Source: an optimization exercise on an open RTL-to-GDS flow (aim: small area and a short achievable clock period). Production flows keep margins and buffers that such runs may drop.
RTL that was checked went through simulation tests only; none was proved equivalent to the original.
For runs 3 and 4, only the layout was checked, not whether the RTL still works.

==> flow/run.sh <==
#!/bin/bash
# synth_recipe.tcl (not shown) runs the flow's synth.tcl, then flattens the netlist and writes it again
# the make line also repeats each setting of config.mk as NAME=value (left out here)
make -C /OpenROAD-flow-scripts/flow DESIGN_CONFIG=/design/flow/config.mk WORK_HOME=/design/flow/orfs CLKGATE_MAP_FILE= SYNTH_SCRIPT=/design/flow/synth_recipe.tcl finish
==> flow/config.mk <==
export PLATFORM = sky130hd
export DESIGN_NAME = shooter_top
export DESIGN_NICKNAME = shooter_top
export VERILOG_FILES = /design/flow/design.v
export SDC_FILE = /design/flow/constraint.sdc
export NUM_CORES = 4
export LEC_CHECK = 0
export CAP_MARGIN = 20
export CORE_MARGIN = 2
export CORE_UTILIZATION = 40
export SLEW_MARGIN = 20
==> flow/constraint.sdc <==
create_clock -name core_clock -period 48.0 [get_ports {CLK}]
set_input_delay 9.6000 -clock core_clock [delete_from_list [all_inputs] [get_ports {CLK}]]
set_output_delay 9.6000 -clock core_clock [all_outputs]
set_load 0.01 [all_outputs]
==> flow/design.v <==
`timescale 1ns/100ps
`default_nettype none
package game_pkg;
	typedef logic [3:0]  angle_t;     
	typedef logic [7:0]  dist_t;      
	typedef logic [16:0] score_t;
	typedef logic [4:0][3:0] bcd_digits_t;  
	typedef enum logic [1:0] {
		WPN_SPREAD = 2'd0,
		WPN_TRIPLE = 2'd1,
		WPN_HEAVY  = 2'd2
	} weapon_t;
	typedef enum logic [2:0] {
		KIND_0 = 3'd0,
		KIND_1 = 3'd1,
		KIND_2 = 3'd2,
		KIND_3 = 3'd3,
		KIND_4 = 3'd4
	} enemy_kind_t;
	function automatic logic [3:0] enemy_health(enemy_kind_t kind);
		case (kind)
			3'd0:  enemy_health = 4'd6;
			3'd1:  enemy_health = 4'd3;
			3'd2:  enemy_health = 4'd2;
			3'd3:  enemy_health = 4'd9;
			default: enemy_health = 4'd15;
		endcase
	endfunction
	function automatic dist_t enemy_speed(enemy_kind_t kind);
		case (kind)
			3'd0:  enemy_speed = 8'd3;
			3'd1:  enemy_speed = 8'd4;
			3'd2:  enemy_speed = 8'd5;
			3'd3:  enemy_speed = 8'd2;
			default: enemy_speed = 8'd1;
		endcase
	endfunction
	function automatic dist_t enemy_expiry(enemy_kind_t kind);
		case (kind)
			3'd0:  enemy_expiry = 8'd15;
			3'd1:  enemy_expiry = 8'd8;
			3'd2:  enemy_expiry = 8'd8;
			3'd3:  enemy_expiry = 8'd42;
			default: enemy_expiry = 8'd46;
		endcase
	endfunction
	function automatic logic [3:0] kill_points(enemy_kind_t kind);
		case (kind)
			3'd0:  kill_points = 4'd6;
			3'd1:  kill_points = 4'd3;
			3'd2:  kill_points = 4'd2;
			3'd3:  kill_points = 4'd9;
			default: kill_points = 4'd5;
		endcase
	endfunction
	function automatic dist_t bullet_speed(weapon_t wpn);
		case (wpn)
			2'd0: bullet_speed = 8'd7;
			2'd1: bullet_speed = 8'd5;
			default:    bullet_speed = 8'd4;
		endcase
	endfunction
	function automatic logic [3:0] bullet_damage(weapon_t wpn);
		case (wpn)
			2'd0: bullet_damage = 4'd2;
			2'd1: bullet_damage = 4'd3;
			default:    bullet_damage = 4'd9;
		endcase
	endfunction
	function automatic logic [2:0] fan_size(weapon_t wpn);
		case (wpn)
			2'd0: fan_size = 3'd5;
			2'd1: fan_size = 3'd3;
			default:    fan_size = 3'd1;
		endcase
	endfunction
endpackage
`default_nettype wire
`timescale 1ns/100ps
`default_nettype none
module game_control (
	input  logic   CLK,
	input  logic   RESET,
	input  logic   game_tick,                          
	input  logic   weapon_switch,                      
	input  logic   fire,
	input  logic   rotate_cw,
	input  logic   rotate_ccw,
	output game_pkg::angle_t ship_angle,
	output game_pkg::weapon_t weapon,
	output logic   busy,
	output logic   spawn_en,
	output logic   fire_en,
	output logic   enemy_step,
	output logic   sweep_en,
	output logic [$clog2(32) - 1:0] bullet_index
);
	localparam int BTN_CCW = 0;
	localparam int BTN_CW  = 1;
	localparam int BTN_FIRE = 2;
	localparam int BTN_WPN = 3;
	localparam int STEP_W = $clog2(35);
	localparam logic [STEP_W - 1:0] STEP_SPAWN = 0;
	localparam logic [STEP_W - 1:0] STEP_FIRE  = 1;
	localparam logic [STEP_W - 1:0] STEP_ENEMY = 2;
	localparam logic [STEP_W - 1:0] STEP_SWEEP = 3;    
	localparam logic [STEP_W - 1:0] STEP_LAST  = STEP_W'(35 - 1);
	logic [3:0] btn_pins;
	logic [3:0] sync_a;
	logic [3:0] sync_b;
	logic [3:0] sync_prev;
	logic [3:0] btn_fall;
	logic       fire_pending;
	logic [STEP_W - 1:0] step;
	logic [STEP_W - 1:0] sweep_pos;
	assign btn_pins = {weapon_switch, fire, rotate_cw, rotate_ccw};
	always_ff @(posedge CLK) begin
		if (RESET) begin
			sync_a    <= '1;                              
			sync_b    <= '1;
			sync_prev <= '1;
		end else begin
			sync_a    <= btn_pins;
			sync_b    <= sync_a;
			sync_prev <= sync_b;
		end
	end
	assign btn_fall = sync_prev & ~sync_b;
	always_ff @(posedge CLK) begin
		if (RESET)
			ship_angle <= '0;
		else
			ship_angle <= ship_angle + game_pkg::angle_t'(btn_fall[BTN_CCW])
				- game_pkg::angle_t'(btn_fall[BTN_CW]);
	end
	always_ff @(posedge CLK) begin
		if (RESET) begin
			weapon <= game_pkg::WPN_SPREAD;
		end else if (btn_fall[BTN_WPN]) begin
			case (weapon)
				game_pkg::WPN_SPREAD: weapon <= game_pkg::WPN_TRIPLE;
				game_pkg::WPN_TRIPLE: weapon <= game_pkg::WPN_HEAVY;
				default:    weapon <= game_pkg::WPN_SPREAD;
			endcase
		end
	end
	always_ff @(posedge CLK) begin
		if (RESET)
			fire_pending <= 1'b0;
		else
			fire_pending <= (fire_pending & ~fire_en) | btn_fall[BTN_FIRE];
	end
	always_ff @(posedge CLK) begin
		if (RESET) begin
			busy <= 1'b0;
			step <= '0;
		end else if (!busy) begin
			if (game_tick) begin
				busy <= 1'b1;
				step <= STEP_SPAWN;
			end
		end else begin
			step <= step + 1'b1;
			if (step == STEP_LAST)
				busy <= 1'b0;
		end
	end
	assign spawn_en   = busy & (step == STEP_SPAWN);
	assign fire_en    = busy & (step == STEP_FIRE) & fire_pending;
	assign enemy_step = busy & (step == STEP_ENEMY);
	assign sweep_en   = busy & (step >= STEP_SWEEP);
	assign sweep_pos    = step - STEP_SWEEP;
	assign bullet_index = sweep_pos[$clog2(32) - 1:0];
endmodule
`default_nettype wire
`timescale 1ns/100ps
`default_nettype none
module enemy_table (
	input  logic        CLK,
	input  logic        RESET,
	input  logic        game_tick,
	input  logic        spawn_en,
	input  logic        enemy_step,
	input  logic        probe_valid,                 
	input  game_pkg::angle_t      probe_angle,
	input  game_pkg::dist_t       probe_dist,
	input  logic [3:0]  hit_damage,
	output logic        hit,
	output logic        kill,
	output game_pkg::enemy_kind_t kill_kind,
	output logic [$clog2(8 + 1) - 1:0] enemy_count
);
	localparam int IW = $clog2(8);
	logic [15:0]       lfsr;
	logic [3:0]        kind_mod;
	game_pkg::enemy_kind_t       spawn_kind;
	logic [8 - 1:0] active;
	game_pkg::enemy_kind_t       slot_kind   [8];
	game_pkg::angle_t            slot_angle  [8];
	game_pkg::dist_t             slot_dist   [8];
	logic [3:0]        slot_health [8];
	logic              free_found;
	logic [IW - 1:0]   free_idx;
	logic              hit_found;
	logic [IW - 1:0]   hit_idx;
	always_ff @(posedge CLK) begin
		if (RESET)
			lfsr <= 16'hACE1;
		else if (game_tick)
			lfsr <= {lfsr[14:0], lfsr[15] ^ lfsr[13] ^ lfsr[12] ^ lfsr[10]};
	end
	assign kind_mod   = lfsr[11:8] % 4'd5;
	assign spawn_kind = game_pkg::enemy_kind_t'(kind_mod[2:0]);
	always_comb begin
		free_found = 1'b0;
		free_idx   = '0;
		for (int i = 8 - 1; i >= 0; i--) begin
			if (!active[i]) begin
				free_found = 1'b1;
				free_idx   = IW'(i);
			end
		end
	end
	always_comb begin
		hit_found = 1'b0;
		hit_idx   = '0;
		for (int i = 8 - 1; i >= 0; i--) begin
			if (active[i] && slot_angle[i] == probe_angle && slot_dist[i] <= probe_dist) begin
				hit_found = 1'b1;
				hit_idx   = IW'(i);
			end
		end
	end
	assign hit       = probe_valid & hit_found;
	assign kill      = hit & (hit_damage >= slot_health[hit_idx]);
	assign kill_kind = slot_kind[hit_idx];
	always_ff @(posedge CLK) begin
		if (RESET) begin
			active <= '0;
		end else begin
			if (spawn_en && free_found)
				active[free_idx] <= 1'b1;
			if (enemy_step) begin
				for (int i = 0; i < 8; i++) begin
					if (active[i] && slot_dist[i] < game_pkg::enemy_expiry(slot_kind[i]))
						active[i] <= 1'b0;            
				end
			end
			if (kill)
				active[hit_idx] <= 1'b0;
		end
	end
	always_ff @(posedge CLK) begin
		if (spawn_en && free_found) begin
			slot_kind[free_idx]   <= spawn_kind;
			slot_angle[free_idx]  <= lfsr[3:0];
			slot_dist[free_idx]   <= game_pkg::dist_t'(240);
			slot_health[free_idx] <= game_pkg::enemy_health(spawn_kind);
		end
		if (enemy_step) begin
			for (int i = 0; i < 8; i++) begin
				if (slot_dist[i] >= game_pkg::enemy_expiry(slot_kind[i]))
					slot_dist[i] <= slot_dist[i] - game_pkg::enemy_speed(slot_kind[i]);
			end
		end
		if (hit && !kill)
			slot_health[hit_idx] <= slot_health[hit_idx] - hit_damage;
	end
	always_comb begin
		enemy_count = '0;
		for (int i = 0; i < 8; i++)
			enemy_count = enemy_count + ($bits(enemy_count))'(active[i]);
	end
endmodule
`default_nettype wire
`timescale 1ns/100ps
`default_nettype none
module bullet_table (
	input  logic       CLK,
	input  logic       RESET,
	input  logic       fire_en,
	input  game_pkg::weapon_t    weapon,
	input  game_pkg::angle_t     ship_angle,
	input  logic       sweep_en,
	input  logic [$clog2(32) - 1:0] bullet_index,
	input  logic       hit,                           
	output logic       probe_valid,
	output game_pkg::angle_t     probe_angle,
	output game_pkg::dist_t      probe_dist,                    
	output logic [3:0] hit_damage,
	output logic [$clog2(32 + 1) - 1:0] bullet_count
);
	logic [32 - 1:0] active;
	game_pkg::angle_t     slot_angle [32];
	game_pkg::dist_t      slot_dist  [32];
	game_pkg::weapon_t    slot_wpn   [32];
	logic [2:0] fan_n;
	logic [32 - 1:0] fan_take;
	logic [2:0] fan_pos    [32];
	logic       cur_active;
	game_pkg::dist_t      cur_dist;
	game_pkg::weapon_t    cur_wpn;
	function automatic game_pkg::angle_t fan_offset(logic [2:0] pos);
		case (pos)
			3'd0:    fan_offset = 4'd2;
			3'd1:    fan_offset = 4'd14;                        
			3'd2:    fan_offset = 4'd1;
			3'd3:    fan_offset = 4'd15;                        
			default: fan_offset = 4'd0;
		endcase
	endfunction
	assign fan_n = game_pkg::fan_size(weapon);
	always_comb begin
		logic [2:0] placed;
		placed   = '0;
		fan_take = '0;
		for (int i = 0; i < 32; i++) begin
			fan_pos[i] = '0;
			if (!active[i] && placed < fan_n) begin
				fan_take[i] = 1'b1;
				fan_pos[i]  = placed + (3'd5 - fan_n);
				placed      = placed + 3'd1;
			end
		end
	end
	assign cur_active = active[bullet_index];
	assign cur_dist   = slot_dist[bullet_index];
	assign cur_wpn    = slot_wpn[bullet_index];
	assign probe_valid = sweep_en & cur_active & (cur_dist < game_pkg::dist_t'(240));
	assign probe_angle = slot_angle[bullet_index];
	assign probe_dist  = cur_dist + game_pkg::bullet_speed(cur_wpn);
	assign hit_damage  = game_pkg::bullet_damage(cur_wpn);
	always_ff @(posedge CLK) begin
		if (RESET) begin
			active <= '0;
		end else begin
			if (fire_en)
				active <= active | fan_take;
			if (sweep_en && cur_active && (!probe_valid || hit))
				active[bullet_index] <= 1'b0;     
		end
	end
	always_ff @(posedge CLK) begin
		if (fire_en) begin
			for (int i = 0; i < 32; i++) begin
				if (fan_take[i]) begin
					slot_angle[i] <= ship_angle + fan_offset(fan_pos[i]);
					slot_dist[i]  <= '0;
					slot_wpn[i]   <= weapon;
				end
			end
		end
		if (probe_valid)
			slot_dist[bullet_index] <= probe_dist;
	end
	always_comb begin
		bullet_count = '0;
		for (int i = 0; i < 32; i++)
			bullet_count = bullet_count + ($bits(bullet_count))'(active[i]);
	end
endmodule
`default_nettype wire
`timescale 1ns/100ps
`default_nettype none
module score_counter (
	input  logic        CLK,
	input  logic        RESET,
	input  logic        kill,
	input  game_pkg::enemy_kind_t kill_kind,
	output game_pkg::score_t      score,
	output game_pkg::bcd_digits_t score_digits
);
	logic [3:0]  points;
	logic [19:0] cur_digits;                    
	logic [19:0] next_digits;
	assign cur_digits = score_digits;
	assign points = game_pkg::kill_points(kill_kind);
	always_comb begin
		logic [4:0] sum;
		logic [4:0] carry;
		carry = {1'b0, points};
		for (int d = 0; d < 5; d++) begin
			sum = {1'b0, cur_digits[d * 4 +: 4]} + carry;
			if (sum > 5'd9) begin
				next_digits[d * 4 +: 4] = 4'(sum - 5'd10);
				carry          = 5'd1;
			end else begin
				next_digits[d * 4 +: 4] = sum[3:0];
				carry          = 5'd0;
			end
		end
	end
	always_ff @(posedge CLK) begin
		if (RESET) begin
			score        <= '0;
			score_digits <= '0;
		end else if (kill) begin
			score        <= score + game_pkg::score_t'(points);
			score_digits <= next_digits;            
		end
	end
endmodule
`default_nettype wire
`timescale 1ns/100ps
`default_nettype none
module shooter_top (
	input  logic        CLK,
	input  logic        RESET,
	input  logic        game_tick,
	input  logic        weapon_switch,
	input  logic        fire,
	input  logic        rotate_cw,
	input  logic        rotate_ccw,
	output game_pkg::angle_t      ship_angle,
	output game_pkg::weapon_t     weapon,
	output logic        busy,
	output game_pkg::score_t      score,
	output game_pkg::bcd_digits_t score_digits,
	output logic [$clog2(8 + 1) - 1:0]  enemy_count,
	output logic [$clog2(32 + 1) - 1:0] bullet_count
);
	logic        spawn_en;
	logic        fire_en;
	logic        enemy_step;
	logic        sweep_en;
	logic [$clog2(32) - 1:0] bullet_index;
	logic        probe_valid;
	game_pkg::angle_t      probe_angle;
	game_pkg::dist_t       probe_dist;
	logic [3:0]  hit_damage;
	logic        hit;
	logic        kill;
	game_pkg::enemy_kind_t kill_kind;
	game_control u_control (
		.CLK(CLK), .RESET(RESET), .game_tick(game_tick),
		.weapon_switch(weapon_switch), .fire(fire),
		.rotate_cw(rotate_cw), .rotate_ccw(rotate_ccw),
		.ship_angle(ship_angle), .weapon(weapon), .busy(busy),
		.spawn_en(spawn_en), .fire_en(fire_en), .enemy_step(enemy_step),
		.sweep_en(sweep_en), .bullet_index(bullet_index)
	);
	enemy_table u_enemies (
		.CLK(CLK), .RESET(RESET), .game_tick(game_tick),
		.spawn_en(spawn_en), .enemy_step(enemy_step),
		.probe_valid(probe_valid), .probe_angle(probe_angle),
		.probe_dist(probe_dist), .hit_damage(hit_damage),
		.hit(hit), .kill(kill), .kill_kind(kill_kind), .enemy_count(enemy_count)
	);
	bullet_table u_bullets (
		.CLK(CLK), .RESET(RESET), .fire_en(fire_en), .weapon(weapon),
		.ship_angle(ship_angle), .sweep_en(sweep_en), .bullet_index(bullet_index),
		.hit(hit), .probe_valid(probe_valid), .probe_angle(probe_angle),
		.probe_dist(probe_dist), .hit_damage(hit_damage), .bullet_count(bullet_count)
	);
	score_counter u_score (
		.CLK(CLK), .RESET(RESET), .kill(kill), .kill_kind(kill_kind),
		.score(score), .score_digits(score_digits)
	);
endmodule
`default_nettype wire
==> flow_summary.json, run 1 <==
{
  "hp-class": "reg2reg",
  "die-area_sq_um": 117000,
  "hold_ws_ns": 0.412,
  "h-tree-depth": 3,
  "clk_latency_ns": 0.69,
  "layout-drive-gt1-share_pct": 9.60,
  "hpwl_um": 109000,
  "hold_violations": 0,
  "syn2layout_area_growth_pct": 12.3,
  "final_common_cell": "edfxtp_1",
  "met2_length_um": 65300,
  "crit_path_frequent_cell": "nand2_1",
  "syn_avg_cell_area_sq_um": 11.0,
  "met3_length_um": 13300,
  "syn-instance-count": 4165,
  "crit_fanout": 22,
  "drt.antenna.violating_nets": 0,
  "antenna_found_initial": 6,
  "finalWirelength_um": 150000,
  "fin_crit_sh_pct": 92.2,
  "timing.rr.start": "u_control.weapon[1]",
  "slew-limit-headroom_pct": 14.4,
  "critical_path_depth": 205,
  "start_util_pct": 40.1,
  "cts_num_sinks": 719,
  "cp_num_buf_inv": 25,
  "ys_seq_area_share_pct": 44.6,
  "rrSetupSlack_ns": 3.74,
  "vias_per_cell": 5.82,
  "grt_max_degree": 58,
  "cp.arrival_ns": 44.67,
  "cp-end-kind": "flip-flop",
  "root_buffer": "clkbuf_16",
  "portBuffers": 60,
  "stdcell_area_sq_um": 51300,
  "cts_tree": "done",
  "drt_iter0_drc": 3846,
  "drc": 0,
  "grt_pass1_vias": 32600,
  "post-place-ws_ns": 3.74,
  "path_delay_family": "compound AO/OA/AOI/OAI gates",
  "clk_transition_reported_paths_ns": 0.06,
  "r2r_end": "u_bullets.slot_angle[31][3]",
  "wire_per_inst_um": 25.7,
  "fin_skew_ns": 0.0369,
  "grt-ovfl-total": 0,
  "outcome": "complete, no violations",
  "grt_usage_pct": 25.5,
  "synth-seq-cells": 719,
  "synth_cell_types": 107,
  "placed_area_sq_um": 48400,
  "ys_top_cells_by_area": "edfxtp_1 (39%), ha_1 (12%), dfxtp_1 (5.2%), nor2_1 (4.6%), xnor2_1 (4.1%)",
  "critPathRequiredTime_ns": 48.41,
  "synth.top_cell.area_share_pct": 39.4,
  "cts_buffer_depth": 3,
  "die_y_um": 342,
  "syn-cell-area_sq_um": 45700,
  "die_w_um": 342,
  "cp-endpoint": "u_bullets.slot_angle[31][3]",
  "synth-edff-count": 600,
  "top_layer": "met5",
  "ioPinCount": 61,
  "wirelength_met1_um": 64700,
  "async_reset_ff_share_pct": 0,
  "layout_common_cells": "edfxtp_1 (600), nor2_1 (555), ha_1 (423)",
  "vias": 34000,
  "gp_congestion": 1.01,
  "synth_largest_area_cell": "edfxtp_1",
  "worst_slack_ns": 3.74,
  "fin_util_pct": 45.1,
  "synth_flop_cell": "edfxtp_1",
  "max_stage_delay_ns": 0.59,
  "max_clock_freq_mhz": 22.6,
  "r2r_cells": 205,
  "postCtsHoldBufs": 0,
  "core_area_sq_um": 114000,
  "grt_pass1_wl_um": 221000,
  "max_slew.worst_pin.slew_ns": 1.28,
  "cts_setup_buffers": 0,
  "criticalPathCategory": "reg2reg",
  "final.min_clock_period_ns": 44.26,
  "cp_slowest_cell": "dfxtp_4",
  "fin_nets": 4757,
  "slew_violations": 0,
  "yosysWarnings": 7,
  "startpoint": "u_control.weapon[1]",
  "worstSetupStartpointType": "flip-flop",
  "dr.pass1.iters": 8,
  "cts_made_buffers": 82,
  "maxCapViolations": 0,
  "syn_nets": 4670,
  "core.rowCount": 124,
  "finalSetupViolCount": 0
}
## synth_stat cells (83+ instances only)
cell type	instances
edfxtp_1	600
nor2_1	556
ha_1	425
nand2_1	274
inv_1	250
xnor2_1	215
a21oi_1	180
o21ai_0	139
dfxtp_1	119
xor2_1	110
clkbuf_1	104
mux2i_1	95
nor3_1	95
a21o_1	83
## layout make-up
type | count | area [sq um]
fill | 10700 | 62600
multi-input combinational | 3046 | 23900
sequential | 719 | 20400
clock buffer | 110 | 2280
tap | 1512 | 1890
timing repair buffer | 150 | 1270
inverter | 253 | 950
clock inverter | 44 | 627
antenna | 4 | 10.0
## state kept, by name, indices dropped and copies added (netlist names), 4 cells and up
register	count
u_bullets.slot_dist	256
u_bullets.slot_angle	128
u_bullets.slot_wpn	64
u_enemies.slot_dist	64
u_bullets.active	32
u_enemies.slot_angle	32
u_enemies.slot_health	32
u_enemies.slot_kind	24
u_score.score_digits	20
u_score.score	17
u_enemies.lfsr	16
u_enemies.active	8
u_control.step	6
u_control.ship_angle	4
u_control.sync_a	4
u_control.sync_b	4
u_control.sync_prev	4
## cells by family (layout without fill, tap and decap cells)
group / Yosys count / after routing / share of synthesized area [%]
AO/OA/AOI/OAI: 741 / 741 / 11.1
XOR/XNOR: 338 / 338 / 6.87
adder cells (fa/ha/maj): 498 / 498 / 14.8
buffers and inverters: 400 / 557 / 3.48
flip-flops: 719 / 719 / 44.6
multiplexers: 194 / 194 / 6.33
other: 0 / 4 / 0
AND/OR/NAND/NOR: 1275 / 1275 / 12.8
## worst min path at each step
stage                   startpoint                  end  slack (ns)  cells past startpoint
2_1_floorplan  u_control.sync_a[0]  u_control.sync_b[0]        0.39                      1
3_3_place_gp   u_control.sync_a[0]  u_control.sync_b[0]        0.40                      1
3_5_place_dp   u_control.sync_a[0]  u_control.sync_b[0]        0.40                      1
4_1_cts        u_control.sync_a[0]  u_control.sync_b[0]        0.41                      1
5_1_grt        u_control.sync_a[0]  u_control.sync_b[0]        0.42                      1
6_report       u_control.sync_a[0]  u_control.sync_b[0]        0.41                      1
## layer usage
layer / global-route usage [%] / vias up
met1: 36.3 / 16800
met2: 38.7 / 1567
met4: 9.99 / 8
li1: - / 15300
met5: 0 / -
met3: 4.33 / 331
## what timing repair did
| item | in CTS | in global routing |
|---|---|---|
| endpoints found under the hold margin | 0 | 0 |
| endpoints found under the setup margin | 0 | 19 |
| resized for setup | 0 | 7 |
## through the flow
stage                     cells  setup TNS [ns]
after global routing       5834        -0.00699
after detailed placement   5680               0
after floorplan            4165               0
after CTS                  5834               0
after global placement     5680               0
final                      5838               0
==> run 2, diff against run 1 <==
--- a/flow/design.v
+++ b/flow/design.v
@@ -90,10 +90,11 @@
 	output game_pkg::weapon_t weapon,
 	output logic   busy,
 	output logic   spawn_en,
+	output logic   fire_step,
 	output logic   fire_en,
 	output logic   enemy_step,
 	output logic   sweep_en,
-	output logic [$clog2(32) - 1:0] bullet_index
+	output logic   sweep_last
 );
 	localparam int BTN_CCW = 0;
 	localparam int BTN_CW  = 1;
@@ -112,7 +113,6 @@
 	logic [3:0] btn_fall;
 	logic       fire_pending;
 	logic [STEP_W - 1:0] step;
-	logic [STEP_W - 1:0] sweep_pos;
 	assign btn_pins = {weapon_switch, fire, rotate_cw, rotate_ccw};
 	always_ff @(posedge CLK) begin
 		if (RESET) begin
@@ -166,11 +166,11 @@
 		end
 	end
 	assign spawn_en   = busy & (step == STEP_SPAWN);
-	assign fire_en    = busy & (step == STEP_FIRE) & fire_pending;
+	assign fire_step  = busy & (step == STEP_FIRE);
+	assign fire_en    = fire_step & fire_pending;
 	assign enemy_step = busy & (step == STEP_ENEMY);
 	assign sweep_en   = busy & (step >= STEP_SWEEP);
-	assign sweep_pos    = step - STEP_SWEEP;
-	assign bullet_index = sweep_pos[$clog2(32) - 1:0];
+	assign sweep_last = (step == STEP_LAST);
 endmodule
 `default_nettype wire
 `timescale 1ns/100ps
@@ -195,6 +195,8 @@
 	logic [3:0]        kind_mod;
 	game_pkg::enemy_kind_t       spawn_kind;
 	logic [8 - 1:0] active;
+	logic [8 - 1:0] next_active;
+	logic [$clog2(8 + 1) - 1:0] next_count;
 	game_pkg::enemy_kind_t       slot_kind   [8];
 	game_pkg::angle_t            slot_angle  [8];
 	game_pkg::dist_t             slot_dist   [8];
@@ -234,21 +236,24 @@
 	assign hit       = probe_valid & hit_found;
 	assign kill      = hit & (hit_damage >= slot_health[hit_idx]);
 	assign kill_kind = slot_kind[hit_idx];
-	always_ff @(posedge CLK) begin
-		if (RESET) begin
-			active <= '0;
-		end else begin
-			if (spawn_en && free_found)
-				active[free_idx] <= 1'b1;
-			if (enemy_step) begin
-				for (int i = 0; i < 8; i++) begin
-					if (active[i] && slot_dist[i] < game_pkg::enemy_expiry(slot_kind[i]))
-						active[i] <= 1'b0;            
-				end
+	always_comb begin
+		next_active = active;
+		if (spawn_en && free_found)
+			next_active[free_idx] = 1'b1;
+		if (enemy_step) begin
+			for (int i = 0; i < 8; i++) begin
+				if (active[i] && slot_dist[i] < game_pkg::enemy_expiry(slot_kind[i]))
+					next_active[i] = 1'b0;            
 			end
-			if (kill)
-				active[hit_idx] <= 1'b0;
 		end
+		if (kill)
+			next_active[hit_idx] = 1'b0;
+	end
+	always_ff @(posedge CLK) begin
+		if (RESET)
+			active <= '0;
+		else
+			active <= next_active;
 	end
 	always_ff @(posedge CLK) begin
 		if (spawn_en && free_found) begin
@@ -267,9 +272,15 @@
 			slot_health[hit_idx] <= slot_health[hit_idx] - hit_damage;
 	end
 	always_comb begin
-		enemy_count = '0;
+		next_count = '0;
 		for (int i = 0; i < 8; i++)
-			enemy_count = enemy_count + ($bits(enemy_count))'(active[i]);
+			next_count = next_count + ($bits(next_count))'(next_active[i]);
+	end
+	always_ff @(posedge CLK) begin
+		if (RESET)
+			enemy_count <= '0;
+		else
+			enemy_count <= next_count;
 	end
 endmodule
 `default_nettype wire
@@ -278,11 +289,12 @@
 module bullet_table (
 	input  logic       CLK,
 	input  logic       RESET,
-	input  logic       fire_en,
+	input  logic       fire_step,                     
+	input  logic       fire_en,                       
 	input  game_pkg::weapon_t    weapon,
 	input  game_pkg::angle_t     ship_angle,
 	input  logic       sweep_en,
-	input  logic [$clog2(32) - 1:0] bullet_index,
+	input  logic       sweep_last,
 	input  logic       hit,                           
 	output logic       probe_valid,
 	output game_pkg::angle_t     probe_angle,
@@ -290,16 +302,27 @@
 	output logic [3:0] hit_damage,
 	output logic [$clog2(32 + 1) - 1:0] bullet_count
 );
-	logic [32 - 1:0] active;
-	game_pkg::angle_t     slot_angle [32];
-	game_pkg::dist_t      slot_dist  [32];
-	game_pkg::weapon_t    slot_wpn   [32];
+	localparam int N = 32;
+	localparam int CW = $clog2(32 + 1);
+	game_pkg::angle_t  ring_angle [N];
+	logic [1:0]        ring_wpn   [N];
+	logic [5:0]        ring_moves [N];
+	logic       stale;                                
+	logic [2:0] queued;                               
+	logic [2:0] fan_pos;
+	game_pkg::angle_t  fan_angle;
+	game_pkg::weapon_t fan_wpn;
 	logic [2:0] fan_n;
-	logic [32 - 1:0] fan_take;
-	logic [2:0] fan_pos    [32];
+	logic [CW - 1:0] free_slots;
+	logic [2:0] placed;
+	logic       head_active;
+	logic       insert;
 	logic       cur_active;
-	game_pkg::dist_t      cur_dist;
-	game_pkg::weapon_t    cur_wpn;
+	logic [1:0] cur_wpn;
+	logic [5:0] cur_moves;
+	logic [5:0] next_moves;
+	logic       spent;                                
+	logic [1:0] wb_wpn;
 	function automatic game_pkg::angle_t fan_offset(logic [2:0] pos);
 		case (pos)
 			3'd0:    fan_offset = 4'd2;
@@ -309,54 +332,69 @@
 			default: fan_offset = 4'd0;
 		endcase
 	endfunction
-	assign fan_n = game_pkg::fan_size(weapon);
+	assign fan_n      = game_pkg::fan_size(weapon);
+	assign free_slots = CW'(N) - bullet_count;
+	assign placed     = (free_slots >= CW'(fan_n)) ? fan_n : free_slots[2:0];
+	assign head_active = !stale && ring_wpn[0] != 2'd3;
+	assign insert      = !head_active && queued != 3'd0;
+	assign cur_active  = head_active | insert;
+	assign cur_wpn     = insert ? fan_wpn : ring_wpn[0];
+	assign cur_moves   = insert ? 6'd0 : ring_moves[0];
+	assign next_moves  = cur_moves + 6'd1;
+	assign probe_angle = insert ? game_pkg::angle_t'(fan_angle + fan_offset(fan_pos)) : ring_angle[0];
+	always_comb begin
+		case (cur_wpn)
+			2'd0:    spent = cur_moves >= 6'd35;          
+			2'd1:    spent = cur_moves >= 6'd48;          
+			default: spent = cur_moves >= 6'd60;          
+		endcase
+	end
 	always_comb begin
-		logic [2:0] placed;
-		placed   = '0;
-		fan_take = '0;
-		for (int i = 0; i < 32; i++) begin
-			fan_pos[i] = '0;
-			if (!active[i] && placed < fan_n) begin
-				fan_take[i] = 1'b1;
-				fan_pos[i]  = placed + (3'd5 - fan_n);
-				placed      = placed + 3'd1;
+		case (cur_wpn)
+			2'd0:    probe_dist = {next_moves, 3'b000} - {2'b00, next_moves};
+			2'd1:    probe_dist = {next_moves, 2'b00} + {2'b00, next_moves};
+			default: probe_dist = {next_moves, 2'b00};
+		endcase
+	end
+	assign probe_valid = sweep_en & cur_active & !spent;
+	assign hit_damage  = game_pkg::bullet_damage(game_pkg::weapon_t'(cur_wpn));
+	assign wb_wpn      = (probe_valid && !hit) ? cur_wpn : 2'd3;
+	always_ff @(posedge CLK) begin
+		if (sweep_en) begin
+			for (int i = 0; i < N - 1; i++) begin
+				ring_angle[i] <= ring_angle[i + 1];
+				ring_wpn[i]   <= ring_wpn[i + 1];
+				ring_moves[i] <= ring_moves[i + 1];
 			end
+			ring_angle[N - 1] <= probe_angle;
+			ring_wpn[N - 1]   <= wb_wpn;
+			ring_moves[N - 1] <= next_moves;
 		end
 	end
-	assign cur_active = active[bullet_index];
-	assign cur_dist   = slot_dist[bullet_index];
-	assign cur_wpn    = slot_wpn[bullet_index];
-	assign probe_valid = sweep_en & cur_active & (cur_dist < game_pkg::dist_t'(240));
-	assign probe_angle = slot_angle[bullet_index];
-	assign probe_dist  = cur_dist + game_pkg::bullet_speed(cur_wpn);
-	assign hit_damage  = game_pkg::bullet_damage(cur_wpn);
 	always_ff @(posedge CLK) begin
-		if (RESET) begin
-			active <= '0;
-		end else begin
-			if (fire_en)
-				active <= active | fan_take;
-			if (sweep_en && cur_active && (!probe_valid || hit))
-				active[bullet_index] <= 1'b0;     
-		end
+		if (RESET)
+			stale <= 1'b1;
+		else if (sweep_en && sweep_last)
+			stale <= 1'b0;
 	end
 	always_ff @(posedge CLK) begin
-		if (fire_en) begin
-			for (int i = 0; i < 32; i++) begin
-				if (fan_take[i]) begin
-					slot_angle[i] <= ship_angle + fan_offset(fan_pos[i]);
-					slot_dist[i]  <= '0;
-					slot_wpn[i]   <= weapon;
-				end
-			end
+		if (fire_step) begin
+			queued    <= fire_en ? placed : 3'd0;
+			fan_pos   <= 3'd5 - fan_n;
+			fan_angle <= ship_angle;
+			fan_wpn   <= weapon;
+		end else if (sweep_en && insert) begin
+			queued  <= queued - 3'd1;
+			fan_pos <= fan_pos + 3'd1;
 		end
-		if (probe_valid)
-			slot_dist[bullet_index] <= probe_dist;
 	end
-	always_comb begin
-		bullet_count = '0;
-		for (int i = 0; i < 32; i++)
-			bullet_count = bullet_count + ($bits(bullet_count))'(active[i]);
+	always_ff @(posedge CLK) begin
+		if (RESET)
+			bullet_count <= '0;
+		else if (fire_en)
+			bullet_count <= bullet_count + CW'(placed);
+		else if (sweep_en && cur_active && (!probe_valid || hit))
+			bullet_count <= bullet_count - 1'b1;
 	end
 endmodule
 `default_nettype wire
@@ -420,10 +458,11 @@
 	output logic [$clog2(32 + 1) - 1:0] bullet_count
 );
 	logic        spawn_en;
+	logic        fire_step;
 	logic        fire_en;
+	logic        sweep_last;
 	logic        enemy_step;
 	logic        sweep_en;
-	logic [$clog2(32) - 1:0] bullet_index;
 	logic        probe_valid;
 	game_pkg::angle_t      probe_angle;
 	game_pkg::dist_t       probe_dist;
@@ -436,8 +475,8 @@
 		.weapon_switch(weapon_switch), .fire(fire),
 		.rotate_cw(rotate_cw), .rotate_ccw(rotate_ccw),
 		.ship_angle(ship_angle), .weapon(weapon), .busy(busy),
-		.spawn_en(spawn_en), .fire_en(fire_en), .enemy_step(enemy_step),
-		.sweep_en(sweep_en), .bullet_index(bullet_index)
+		.spawn_en(spawn_en), .fire_step(fire_step), .fire_en(fire_en),
+		.enemy_step(enemy_step), .sweep_en(sweep_en), .sweep_last(sweep_last)
 	);
 	enemy_table u_enemies (
 		.CLK(CLK), .RESET(RESET), .game_tick(game_tick),
@@ -447,8 +486,9 @@
 		.hit(hit), .kill(kill), .kill_kind(kill_kind), .enemy_count(enemy_count)
 	);
 	bullet_table u_bullets (
-		.CLK(CLK), .RESET(RESET), .fire_en(fire_en), .weapon(weapon),
-		.ship_angle(ship_angle), .sweep_en(sweep_en), .bullet_index(bullet_index),
+		.CLK(CLK), .RESET(RESET), .fire_step(fire_step), .fire_en(fire_en),
+		.weapon(weapon), .ship_angle(ship_angle), .sweep_en(sweep_en),
+		.sweep_last(sweep_last),
 		.hit(hit), .probe_valid(probe_valid), .probe_angle(probe_angle),
 		.probe_dist(probe_dist), .hit_damage(hit_damage), .bullet_count(bullet_count)
 	);
--- a/flow/config.mk
+++ b/flow/config.mk
@@ -5,6 +5,7 @@
 export SDC_FILE = /design/flow/constraint.sdc
 export NUM_CORES = 4
 export LEC_CHECK = 0
+export ABC_AREA = 1
 export CAP_MARGIN = 20
 export CORE_MARGIN = 2
 export CORE_UTILIZATION = 40
==> flow_summary.json, run 2 <==
{
  "outcome": "complete, no violations",
  "vias": 18600,
  "clk_transition_reported_paths_ns": 0.06,
  "fin_util_pct": 45.9,
  "synth-seq-cells": 646,
  "grt_max_degree": 161,
  "drt_iter0_drc": 1478,
  "synth_most_common_cell": "edfxtp_1",
  "core_area_sq_um": 72600,
  "yosysWarnings": 7,
  "timing.rr.start": "u_bullets.queued[0]",
  "die_w_um": 274,
  "synth.top_cell.area_share_pct": 56.4,
  "synthMuxAreaShare_pct": 0.137,
  "synthXorXnorAreaFrac_pct": 2.34,
  "drt.antenna.violating_nets": 0,
  "regMostFlops": "u_bullets.ring_moves",
  "hold_ws_ns": 0.402,
  "slew-limit-headroom_pct": 15.4,
  "syn-cell-area_sq_um": 29200,
  "grt_usage_pct": 16.5,
  "ioPinCount": 61,
  "max_slew.worst_pin.slew_ns": 1.24,
  "synth_flop_cell": "edfxtp_1",
  "cp-end-kind": "flip-flop",
  "synth-edff-count": 548,
  "antenna_found_initial": 0,
  "synth_adder_area_share_pct": 9.12,
  "fin_skew_ns": 0.0282,
  "syn-instance-count": 2534,
  "final_common_cell": "edfxtp_1",
  "cp_slowest_cell": "a21oi_1",
  "synth_top_family_by_area": "simple AND/OR/NAND/NOR gates",
  "syn_nets": 2743,
  "synthTopCellsByCount": "edfxtp_1 (548), nand2_1 (385), inv_1 (288), nor2_1 (257), ha_1 (184)",
  "hp-class": "reg2reg",
  "cts_setup_buffers": 0,
  "grt_pass1_vias": 18000,
  "cts_made_buffers": 72,
  "worstSetupStartpointType": "flip-flop",
  "core.rowCount": 99,
  "dr.pass1.iters": 6,
  "cts_num_sinks": 646,
  "crit_fanout": 36,
  "synth_compound_area_share_pct": 7.50,
  "rrSetupSlack_ns": 33.53,
  "criticalPathCategory": "reg2reg",
  "slew_violations": 0,
  "largest_registers": "u_bullets.ring_moves x192, u_bullets.ring_angle x128",
  "finalWirelength_um": 61700,
  "synth_cell_types": 67,
  "cp.arrival_ns": 14.97,
  "portBuffers": 60,
  "hold_violations": 0,
  "cts_tree": "done",
  "fin_nets": 2859,
  "syn2layout_area_growth_pct": 14.1,
  "cts_buffer_depth": 3,
  "max_stage_delay_ns": 0.80,
  "fin_crit_sh_pct": 30.2,
  "crit_path_frequent_cell": "ha_1",
  "cp-endpoint": "u_score.score_digits[19]",
  "synth-simple-area-share_pct": 13.3,
  "postCtsHoldBufs": 0,
  "startpoint": "u_bullets.queued[0]",
  "ys_seq_area_share_pct": 63.1,
  "clk_latency_ns": 0.61,
  "fillers": 6616,
  "synth_largest_area_cell": "edfxtp_1",
  "critPathRequiredTime_ns": 48.50,
  "r2r_end": "u_score.score_digits[19]",
  "fin_setup_tns_ns": 0,
  "ctsResizeCount": 0,
  "finalSetupViolCount": 0,
  "final.min_clock_period_ns": 14.47,
  "drc": 0,
  "vias_per_cell": 5.07,
  "largest_reg_flops": 192,
  "syn_avg_cell_area_sq_um": 11.5,
  "die-area_sq_um": 75200,
  "root_buffer": "clkbuf_16",
  "antennaDiodeCount": 0,
  "maxCapViolations": 0,
  "die_y_um": 274,
  "gp_congestion": 0.855,
  "wire_per_inst_um": 16.8,
  "h-tree-depth": 3,
  "start_util_pct": 40.2,
  "layout_common_cells": "edfxtp_1 (548), nand2_1 (385), inv_1 (287)",
  "async_reset_ff_share_pct": 0,
  "hpwl_um": 42000,
  "r2r_cells": 79,
  "ys_top_cells_by_area": "edfxtp_1 (56%), ha_1 (7.9%), dfxtp_1 (6.7%), nand2_1 (5.0%), inv_1 (3.7%)",
  "grt_pass1_wl_um": 97900,
  "max_clock_freq_mhz": 69.1,
  "layout-drive-gt1-share_pct": 7.36,
  "rsz0062_at_grt": "no",
  "grt-ovfl-total": 0
}
-- run 2: cell count changes after synthesis, sizes merged, moves of 59 or more --
cell / delta
nor2b: -61
mux4: -73
nand2: +131
clkbuf: -87
xnor2: -195
nor2: -297
mux2i: -91
nand3: +71
a21o: -77
nand2b: -59
ha: -241
nor3: -81
xor2: -63
-- run 2: per-stage QoR --
step | instance area (sq um) | setup slack (ns) | instances
6_report | 33300 | 33.53 | 3662
5_1_grt | 33300 | 32.23 | 3662
4_1_cts | 33300 | 33.58 | 3661
3_5_place_dp | 30900 | 33.64 | 3534
3_3_place_gp | 30900 | 34.29 | 3534
2_1_floorplan | 29200 | 36.00 | 2534
-- run 2: kinds of logic (layout without fill, tap and decap cells) --
kind of cell,Yosys count,in the layout
flip-flops,646,646
XOR/XNOR,78,78
AO/OA/AOI/OAI,383,383
buffers and inverters,335,504
adder cells (fa/ha/maj),202,202
AND/OR/NAND/NOR,886,886
multiplexers,4,4
-- run 2: final cells by class --
cell class | count | area [sq um] | share of cell area [%]
multi-input cells | 1553 | 9460 | 28.4
well taps | 959 | 1200 | 3.60
inverters | 299 | 1130 | 3.41
clock buffers | 92 | 1930 | 5.79
repair buffers | 78 | 751 | 2.25
clock inverters | 35 | 410 | 1.23
flip-flops and latches | 646 | 18400 | 55.3
-- run 2: worst min-delay path by stage --
stage,start,to,slack (ns),cells past startpoint
floorplan,u_control.sync_a[0],u_control.sync_b[0],0.39,1
global placement,u_control.sync_a[1],u_control.sync_b[1],0.39,1
detailed placement,u_control.sync_a[1],u_control.sync_b[1],0.40,1
CTS,u_bullets.ring_moves[24][5],u_bullets.ring_moves[23][5],0.40,0
global route,u_bullets.ring_moves[18][0],u_bullets.ring_moves[17][0],0.40,0
finish,u_bullets.ring_moves[18][0],u_bullets.ring_moves[17][0],0.40,0
-- run 2: routing by layer --
| layer | up-vias | global-route usage (%) | share of wire [%] |
|---|---|---|---|
| li1 | 9045 | - | - |
| met5 | - | 0 | 0 |
| met2 | 458 | 26.6 | 46 |
| met4 | 0 | 7.52 | 4.2 |
| met1 | 8929 | 21.9 | 45 |
| met3 | 147 | 2.82 | 4.7 |
-- run 2: worst max-delay path: cells and delay by family, from the launching register on --
kind | cells | cell delay [ns]
compound gates | 16 | 3.87
xor+xnor | 7 | 1.09
fa+ha+maj | 18 | 4.18
buf+inv | 13 | 1.66
flops | 1 | 0.39
simple gates | 25 | 3.15
==> run 3, diff against run 2 <==
--- a/flow/design.v
+++ b/flow/design.v
@@ -190,21 +190,30 @@
 	output game_pkg::enemy_kind_t kill_kind,
 	output logic [$clog2(8 + 1) - 1:0] enemy_count
 );
-	localparam int IW = $clog2(8);
+	localparam int N = 8;
 	logic [15:0]       lfsr;
 	logic [3:0]        kind_mod;
 	game_pkg::enemy_kind_t       spawn_kind;
-	logic [8 - 1:0] active;
-	logic [8 - 1:0] next_active;
-	logic [$clog2(8 + 1) - 1:0] next_count;
-	game_pkg::enemy_kind_t       slot_kind   [8];
-	game_pkg::angle_t            slot_angle  [8];
-	game_pkg::dist_t             slot_dist   [8];
-	logic [3:0]        slot_health [8];
-	logic              free_found;
-	logic [IW - 1:0]   free_idx;
-	logic              hit_found;
-	logic [IW - 1:0]   hit_idx;
+	logic [N - 1:0]    active;
+	logic [N - 1:0]    next_active;
+	game_pkg::enemy_kind_t       slot_kind   [N];
+	game_pkg::angle_t            slot_angle  [N];
+	game_pkg::dist_t             slot_dist   [N];
+	logic [3:0]        slot_health [N];
+	logic [N - 1:0]    spawn_sel;                    
+	logic [N - 1:0]    match;
+	logic [N - 1:0]    hit_sel;                      
+	logic [N - 1:0]    expired;
+	logic [3:0]        cur_health;
+	logic [3:0]        left_health;
+	logic [$clog2(N + 1) - 1:0] next_count;
+	function automatic logic le8(logic [7:0] a, logic [7:0] b);
+		logic gt;
+		gt = 1'b0;
+		for (int i = 0; i < 8; i++)
+			gt = (a[i] & ~b[i]) | (~(a[i] ^ b[i]) & gt);
+		le8 = ~gt;
+	endfunction
 	always_ff @(posedge CLK) begin
 		if (RESET)
 			lfsr <= 16'hACE1;
@@ -214,40 +223,34 @@
 	assign kind_mod   = lfsr[11:8] % 4'd5;
 	assign spawn_kind = game_pkg::enemy_kind_t'(kind_mod[2:0]);
 	always_comb begin
-		free_found = 1'b0;
-		free_idx   = '0;
-		for (int i = 8 - 1; i >= 0; i--) begin
-			if (!active[i]) begin
-				free_found = 1'b1;
-				free_idx   = IW'(i);
-			end
+		logic seen_free;
+		logic seen_hit;
+		seen_free = 1'b0;
+		seen_hit  = 1'b0;
+		for (int i = 0; i < N; i++) begin
+			match[i]     = active[i] && slot_angle[i] == probe_angle && le8(slot_dist[i], probe_dist);
+			spawn_sel[i] = spawn_en && !active[i] && !seen_free;
+			hit_sel[i]   = match[i] && !seen_hit;
+			seen_free    = seen_free | !active[i];
+			seen_hit     = seen_hit | match[i];
+			expired[i]   = slot_dist[i] < game_pkg::enemy_expiry(slot_kind[i]);
 		end
 	end
 	always_comb begin
-		hit_found = 1'b0;
-		hit_idx   = '0;
-		for (int i = 8 - 1; i >= 0; i--) begin
-			if (active[i] && slot_angle[i] == probe_angle && slot_dist[i] <= probe_dist) begin
-				hit_found = 1'b1;
-				hit_idx   = IW'(i);
-			end
-		end
-	end
-	assign hit       = probe_valid & hit_found;
-	assign kill      = hit & (hit_damage >= slot_health[hit_idx]);
-	assign kill_kind = slot_kind[hit_idx];
-	always_comb begin
-		next_active = active;
-		if (spawn_en && free_found)
-			next_active[free_idx] = 1'b1;
-		if (enemy_step) begin
-			for (int i = 0; i < 8; i++) begin
-				if (active[i] && slot_dist[i] < game_pkg::enemy_expiry(slot_kind[i]))
-					next_active[i] = 1'b0;            
-			end
-		end
-		if (kill)
-			next_active[hit_idx] = 1'b0;
+		cur_health = '0;
+		kill_kind  = game_pkg::enemy_kind_t'(3'd0);
+		for (int i = 0; i < N; i++) begin
+			cur_health = cur_health | (slot_health[i] & {4{hit_sel[i]}});
+			kill_kind  = game_pkg::enemy_kind_t'(kill_kind | (slot_kind[i] & {3{hit_sel[i]}}));
+		end
+	end
+	assign hit         = probe_valid & (|match);
+	assign kill        = hit & (hit_damage >= cur_health);
+	assign left_health = cur_health - hit_damage;
+	always_comb begin
+		for (int i = 0; i < N; i++)
+			next_active[i] = spawn_sel[i] |
+				(active[i] & !(enemy_step & expired[i]) & !(kill & hit_sel[i]));
 	end
 	always_ff @(posedge CLK) begin
 		if (RESET)
@@ -256,24 +259,23 @@
 			active <= next_active;
 	end
 	always_ff @(posedge CLK) begin
-		if (spawn_en && free_found) begin
-			slot_kind[free_idx]   <= spawn_kind;
-			slot_angle[free_idx]  <= lfsr[3:0];
-			slot_dist[free_idx]   <= game_pkg::dist_t'(240);
-			slot_health[free_idx] <= game_pkg::enemy_health(spawn_kind);
-		end
-		if (enemy_step) begin
-			for (int i = 0; i < 8; i++) begin
-				if (slot_dist[i] >= game_pkg::enemy_expiry(slot_kind[i]))
-					slot_dist[i] <= slot_dist[i] - game_pkg::enemy_speed(slot_kind[i]);
-			end
+		for (int i = 0; i < N; i++) begin
+			if (spawn_sel[i]) begin
+				slot_kind[i]   <= spawn_kind;
+				slot_angle[i]  <= lfsr[3:0];
+				slot_health[i] <= game_pkg::enemy_health(spawn_kind);
+			end else if (hit && !kill && hit_sel[i]) begin
+				slot_health[i] <= left_health;
+			end
+			if (spawn_sel[i])
+				slot_dist[i] <= game_pkg::dist_t'(240);
+			else if (enemy_step)
+				slot_dist[i] <= slot_dist[i] - game_pkg::enemy_speed(slot_kind[i]);
 		end
-		if (hit && !kill)
-			slot_health[hit_idx] <= slot_health[hit_idx] - hit_damage;
 	end
 	always_comb begin
 		next_count = '0;
-		for (int i = 0; i < 8; i++)
+		for (int i = 0; i < N; i++)
 			next_count = next_count + ($bits(next_count))'(next_active[i]);
 	end
 	always_ff @(posedge CLK) begin
@@ -415,17 +417,17 @@
 	assign points = game_pkg::kill_points(kill_kind);
 	always_comb begin
 		logic [4:0] sum;
-		logic [4:0] carry;
-		carry = {1'b0, points};
-		for (int d = 0; d < 5; d++) begin
-			sum = {1'b0, cur_digits[d * 4 +: 4]} + carry;
-			if (sum > 5'd9) begin
-				next_digits[d * 4 +: 4] = 4'(sum - 5'd10);
-				carry          = 5'd1;
-			end else begin
-				next_digits[d * 4 +: 4] = sum[3:0];
-				carry          = 5'd0;
-			end
+		logic       carry;
+		sum   = {1'b0, cur_digits[3:0]} + {1'b0, points};
+		carry = sum > 5'd9;
+		next_digits[3:0] = carry ? 4'(sum - 5'd10) : sum[3:0];
+		for (int d = 1; d < 5; d++) begin
+			if (carry)
+				next_digits[d * 4 +: 4] = (cur_digits[d * 4 +: 4] == 4'd9) ? 4'd0
+					: cur_digits[d * 4 +: 4] + 4'd1;
+			else
+				next_digits[d * 4 +: 4] = cur_digits[d * 4 +: 4];
+			carry = carry & (cur_digits[d * 4 +: 4] == 4'd9);
 		end
 	end
 	always_ff @(posedge CLK) begin
--- a/flow/config.mk
+++ b/flow/config.mk
@@ -8,5 +8,5 @@
 export ABC_AREA = 1
 export CAP_MARGIN = 20
 export CORE_MARGIN = 2
-export CORE_UTILIZATION = 40
+export CORE_UTILIZATION = 60
 export SLEW_MARGIN = 20
==> flow_summary.json, run 3 <==
{
  "core_area_sq_um": 46300,
  "slew_violations": 0,
  "synthTopCellsByCount": "edfxtp_1 (484), nand2_1 (350), inv_1 (311), nor2_1 (210), dfxtp_1 (162)",
  "worstPathCellList": "buf_2 -> buf_4 -> clkinv_1 -> nand2_1 -> o31ai_1",
  "max_slew.worst_pin.slew_ns": 1.17,
  "cts_made_buffers": 66,
  "die-area_sq_um": 48300,
  "syn_avg_cell_area_sq_um": 11.4,
  "regMostFlops": "u_bullets.ring_moves",
  "outcome": "complete, no violations",
  "slew-limit-headroom_pct": 21.8,
  "cp_slowest_cell": "clkinv_1",
  "synth-seq-cells": 646,
  "cp-endpoint": "u_control.step[4]",
  "cts_setup_buffers": 0,
  "multi_input_area_sq_um": 8810,
  "fin_util_pct": 67.8,
  "synth_largest_area_cell": "edfxtp_1",
  "wire_per_inst_um": 17.9,
  "start_util_pct": 60.4,
  "cp_num_buf_inv": 3,
  "maxCapViolations": 0,
  "die_y_um": 220,
  "grt_pass1_vias": 16900,
  "dr.pass1.iters": 6,
  "core.rowCount": 79,
  "drt_iter0_drc": 1605,
  "max_clock_freq_mhz": 87.5,
  "path_delay_family": "buffers and inverters",
  "ioPinCount": 61,
  "syn_nets": 2626,
  "fin_nets": 2730,
  "portBuffers": 60,
  "rsz0062_at_grt": "no",
  "finalSetupViolCount": 0,
  "placed_area_sq_um": 29300,
  "synth_cell_types": 62,
  "stdcell_count": 3209,
  "synth-edff-count": 484,
  "fin_skew_ns": 0.0154,
  "startpoint": "RESET",
  "synth_flop_cell": "edfxtp_1",
  "grt_max_degree": 140,
  "final_common_cell": "edfxtp_1",
  "clk_latency_ns": 0.60,
  "stdcell_area_sq_um": 31400,
  "largest_reg_flops": 192,
  "synth_most_common_cell": "edfxtp_1",
  "hp-class": "reg2reg",
  "critical_path_depth": 5,
  "hold_violations": 0,
  "max_stage_delay_ns": 1.04,
  "rrSetupSlack_ns": 37.02,
  "worstSetupStartpointType": "input port",
  "layout_common_cells": "edfxtp_1 (484), nand2_1 (350), inv_1 (309)",
  "layout-drive-gt1-share_pct": 7.80,
  "grt_usage_pct": 24.3,
  "cts_buffer_depth": 3,
  "die_w_um": 220,
  "hold_ws_ns": 0.406,
  "cts_num_sinks": 646,
  "synth.top_cell.area_share_pct": 52.0,
  "drt.antenna.violating_nets": 0,
  "clk_transition_reported_paths_ns": 0.06,
  "timing.rr.start": "u_bullets.queued[0]",
  "drc": 0,
  "vias": 17700,
  "r2r_cells": 51,
  "crit_fanout": 60,
  "h-tree-depth": 3,
  "syn-cell-area_sq_um": 28000,
  "antenna_found_initial": 1,
  "dp.cells": 3089,
  "criticalPathCategory": "in2reg",
  "hpwl_um": 36400,
  "critPathRequiredTime_ns": 48.46,
  "grt_pass1_wl_um": 90600,
  "ys_seq_area_share_pct": 63.6,
  "postCtsHoldBufs": 0,
  "cts_tree": "done",
  "cp-end-kind": "flip-flop",
  "cp.arrival_ns": 11.89,
  "fin_crit_sh_pct": 23.8,
  "r2r_end": "u_enemies.enemy_count[2]",
  "syn-instance-count": 2447,
  "largest_registers": "u_bullets.ring_moves x192, u_bullets.ring_angle x128",
  "final.min_clock_period_ns": 11.43,
  "ctsResizeCount": 0,
  "finalWirelength_um": 57400,
  "ys_top_cells_by_area": "edfxtp_1 (52%), dfxtp_1 (12%), ha_1 (6.8%), nand2_1 (4.7%), inv_1 (4.2%)",
  "fillers": 3397,
  "yosysWarnings": 11,
  "gp_congestion": 0.854,
  "grt-ovfl-total": 0,
  "regArea_sq_um": 17800,
  "syn2layout_area_growth_pct": 12.2,
  "async_reset_ff_share_pct": 0,
  "vias_per_cell": 5.53,
  "root_buffer": "clkbuf_16",
  "antennaDiodeCount": 0,
  "fin_setup_tns_ns": 0
}
-- run 3: area by class of cell --
class	count	area share (%)
Inverter	323	3.90
Timing Repair Buffer	81	2.40
Multi-Input combinational cell	1433	28.1
Tap cell	607	2.42
Sequential cell	646	56.7
Clock buffer	90	5.78
Clock inverter	29	0.738
-- run 3: worst register-to-register path, delay by kind of cell (launching register included) --
kind / cells / cell delay, ns
adders and majority gates: 10 / 3.70
xor gates and xnor gates: 2 / 0.33
AOI/OAI and AO/OA: 5 / 1.24
DFF: 1 / 0.39
buffers and inverters: 9 / 0.97
and+or+nand+nor: 25 / 4.21
-- run 3: worst min-delay path by stage --
stage	from	to	slack, ns	depth (start not counted)
finish	u_control.sync_a[3]	u_control.sync_b[3]	0.41	1
global route	u_bullets.ring_moves[24][0]	u_bullets.ring_moves[23][0]	0.42	0
CTS	u_control.sync_a[3]	u_control.sync_b[3]	0.41	1
detailed placement	u_control.sync_a[3]	u_control.sync_b[3]	0.40	1
global placement	u_control.sync_a[3]	u_control.sync_b[3]	0.39	1
floorplan	u_control.sync_a[0]	u_control.sync_b[0]	0.39	1
-- run 3: stage by stage --
stage / worst slack (ns)
after floorplan: 37.42
after global placement: 36.46
after detailed placement: 36.38
after CTS: 36.71
after global routing: 36.04
final: 36.57
-- run 3: logic make-up after synthesis --
kind of cell | Yosys count | share of synthesized area (%)
AO/OA/AOI/OAI | 385 | 7.93
flip-flops | 646 | 63.6
multiplexers | 1 | 0.0358
buffers and inverters | 368 | 5.15
adder cells (fa/ha/maj) | 172 | 8.21
AND/OR/NAND/NOR | 806 | 12.9
XOR/XNOR | 69 | 2.16
-- run 3: routing by layer --
metal	up-vias	track usage, %	wire length, um
met5	-	0	0
met4	0	7.11	1310
met3	99	4.27	3290
met2	466	39.1	26700
met1	8493	34.0	26100
li1	8677	-	-
==> run 4, diff against run 3 <==
--- a/flow/config.mk
+++ b/flow/config.mk
@@ -8,5 +8,6 @@
 export ABC_AREA = 1
 export CAP_MARGIN = 20
 export CORE_MARGIN = 2
-export CORE_UTILIZATION = 60
+export CORE_UTILIZATION = 70
+export CTS_BUF_LIST = sky130_fd_sc_hd__clkbuf_4 sky130_fd_sc_hd__clkbuf_8
 export SLEW_MARGIN = 20
==> flow_summary.json, run 4 <==
{
  "cts_setup_buffers": 0,
  "worstSetupStartpointType": "flip-flop",
  "syn_nets": 2626,
  "syn-cell-area_sq_um": 28000,
  "cts_buffer_depth": 3,
  "synth-seq-cells": 646,
  "drt_iter0_drc": 1624,
  "core.rowCount": 73,
  "ioPinCount": 61,
  "wire_per_inst_um": 18.7,
  "grt_pass1_vias": 18100,
  "cts_made_buffers": 98,
  "synth_cell_types": 62,
  "syn_avg_cell_area_sq_um": 11.4,
  "synthTopCellsByCount": "edfxtp_1 (484), nand2_1 (350), inv_1 (311), nor2_1 (210), dfxtp_1 (162)",
  "slew-limit-headroom_pct": 29.2,
  "vias_per_cell": 5.78,
  "hpwl_um": 38400,
  "path_delay_family": "buffers and inverters",
  "antenna_found_initial": 1,
  "maxCapViolations": 0,
  "start_util_pct": 70.7,
  "largest_registers": "u_bullets.ring_moves x192, u_bullets.ring_angle x128",
  "drt.antenna.violating_nets": 0,
  "slew_violations": 0,
  "cp-end-kind": "primary output",
  "grt_max_degree": 127,
  "h-tree-depth": 3,
  "clk_latency_ns": 0.70,
  "dp.cells": 3009,
  "grt-ovfl-total": 0,
  "cts_tree": "done",
  "final_common_cell": "edfxtp_1",
  "gp_congestion": 0.886,
  "grt_pass1_wl_um": 93500,
  "synth.top_cell.area_share_pct": 52.0,
  "rsz0062_at_grt": "no",
  "synth_largest_area_cell": "edfxtp_1",
  "ys_seq_area_share_pct": 63.6,
  "layout-drive-gt1-share_pct": 10.5,
  "finalSetupViolCount": 0,
  "fin_skew_ns": 0.0258,
  "cts_num_sinks": 646,
  "max_stage_delay_ns": 0.62,
  "vias": 18500,
  "synth-edff-count": 484,
  "max_clock_freq_mhz": 87.7,
  "drc": 0,
  "portBuffers": 60,
  "regMostFlops": "u_bullets.ring_moves",
  "syn2layout_area_growth_pct": 11.6,
  "fin_nets": 2763,
  "fin_setup_tns_ns": 0,
  "stdcell_count": 3194,
  "criticalPathCategory": "reg2out",
  "dr.pass1.iters": 6,
  "ctsResizeCount": 0,
  "max_slew.worst_pin.slew_ns": 1.06,
  "synth_most_common_cell": "edfxtp_1",
  "hold_ws_ns": 0.397,
  "root_buffer": "clkbuf_8",
  "fillers": 2385,
  "cp_num_buf_inv": 1,
  "worstPathCellList": "clkdlybuf4s50_1",
  "cp.arrival_ns": 1.81,
  "die_y_um": 204,
  "cp_slowest_cell": "clkdlybuf4s50_1",
  "yosysWarnings": 11,
  "hp-class": "reg2reg",
  "async_reset_ff_share_pct": 0,
  "fin_util_pct": 78.9,
  "outcome": "complete, no violations",
  "finalWirelength_um": 59600,
  "synth_flop_cell": "edfxtp_1",
  "critPathRequiredTime_ns": 38.40,
  "layout_common_cells": "edfxtp_1 (484), nand2_1 (350), inv_1 (309)",
  "syn-instance-count": 2447,
  "grt_usage_pct": 29.3,
  "final.min_clock_period_ns": 11.41,
  "postCtsHoldBufs": 0,
  "die-area_sq_um": 41600,
  "clk_transition_reported_paths_ns": 0.06,
  "core_area_sq_um": 39500,
  "hold_violations": 0,
  "die_w_um": 204,
  "crit_fanout": 7,
  "largest_reg_flops": 192,
  "fin_crit_sh_pct": 23.8,
  "ys_top_cells_by_area": "edfxtp_1 (52%), dfxtp_1 (12%), ha_1 (6.8%), nand2_1 (4.7%), inv_1 (4.2%)"
}
[run 4: cell counts after synthesis]
No cell type changed its count.
[run 4: cell families after synthesis]
group	Yosys count	synth area share [%]
AOI/OAI and AO/OA	385	7.93
buffers and inverters	368	5.15
adders and majority gates	172	8.21
xor gates and xnor gates	69	2.16
DFF	646	63.6
and+or+nand+nor	806	12.9
muxes	1	0.0358
[run 4: worst paths after layout]
check / startpoint / to / slack [ns] / depth (start not counted)
setup / recovery: u_bullets.bullet_count[3] / bullet_count[3] / 36.59 / 1
hold / removal: u_control.sync_a[0] / u_control.sync_b[0] / 0.40 / 1
setup reg to reg: u_bullets.queued[0] / u_enemies.enemy_count[2] / 37.19 / 50
hold reg to reg: u_control.sync_a[0] / u_control.sync_b[0] / 0.40 / 1
[run 4: stage by stage]
stage,worst slack [ns],instance area [sq um]
global route,36.30,31200
global placement,36.54,29200
detailed placement,36.40,29200
floorplan,37.42,28000
CTS,36.55,31200
finish,36.59,31200
[run 4: per-layer routing]
metal | global-route usage [%] | vias to the layer above | wire [um]
met5 | 0 | - | 0
met4 | 14.1 | 0 | 2480
met3 | 6.39 | 186 | 4510
met2 | 47.7 | 703 | 28400
met1 | 37.7 | 8830 | 24300
li1 | - | 8758 | -
[run 4: layout make-up]
cell class / count / area [sq um] / area share, %
well taps: 525 / 657 / 2.10
multi-input cells: 1433 / 8810 / 28.2
repair buffers: 82 / 764 / 2.45
diodes: 1 / 2.50 / 0.00802
flip-flops and latches: 646 / 17800 / 56.9
clock buffers: 144 / 1740 / 5.57
inverters: 323 / 1220 / 3.92
clock inverters: 40 / 245 / 0.786

==> re-timing with driven ports <==
In the flow no input, the clock included, has a driving cell. The finished layouts below were timed again as built, in two steps.
Step 1, drivers: a clkbuf_16 drives CLK and a buf_2 each remaining input, both assumed.
Step 2, shift: input delay + t, output delay - t, t = (earliest + latest rising clock arrival at the registers) / 2. This alone moves slack from input paths to output paths.
a / b / c = ideal ports / drivers / drivers and shift; a / b = the first two.
| run | t, ns | setup slack, ns | hold WS [ns] | worst slew at a driven data input, ns | cell pins on the clock port's net |
|---|---|---|---|---|---|
| run 1 | 0.738 | 3.737 / 3.737 / 3.737 | 0.412 / 0.412 / 0.412 | 0.05 | 1 |
| run 2 | 0.663 | 33.527 / 33.527 / 33.527 | 0.402 / 0.402 / 0.402 | 0.09 | 1 |
| run 3 | 0.647 | 36.574 / 36.612 / 35.965 | 0.406 / 0.406 / 0.406 | 0.03 | 1 |
| run 4 | 0.738 | 36.594 / 36.539 / 35.991 | 0.397 / 0.397 / 0.397 | 0.04 | 1 |
After both steps every run listed still meets setup and hold. For run 3, which loses most, drivers alone change the setup slack by +0.038 ns; drivers and shift together by -0.609 ns.
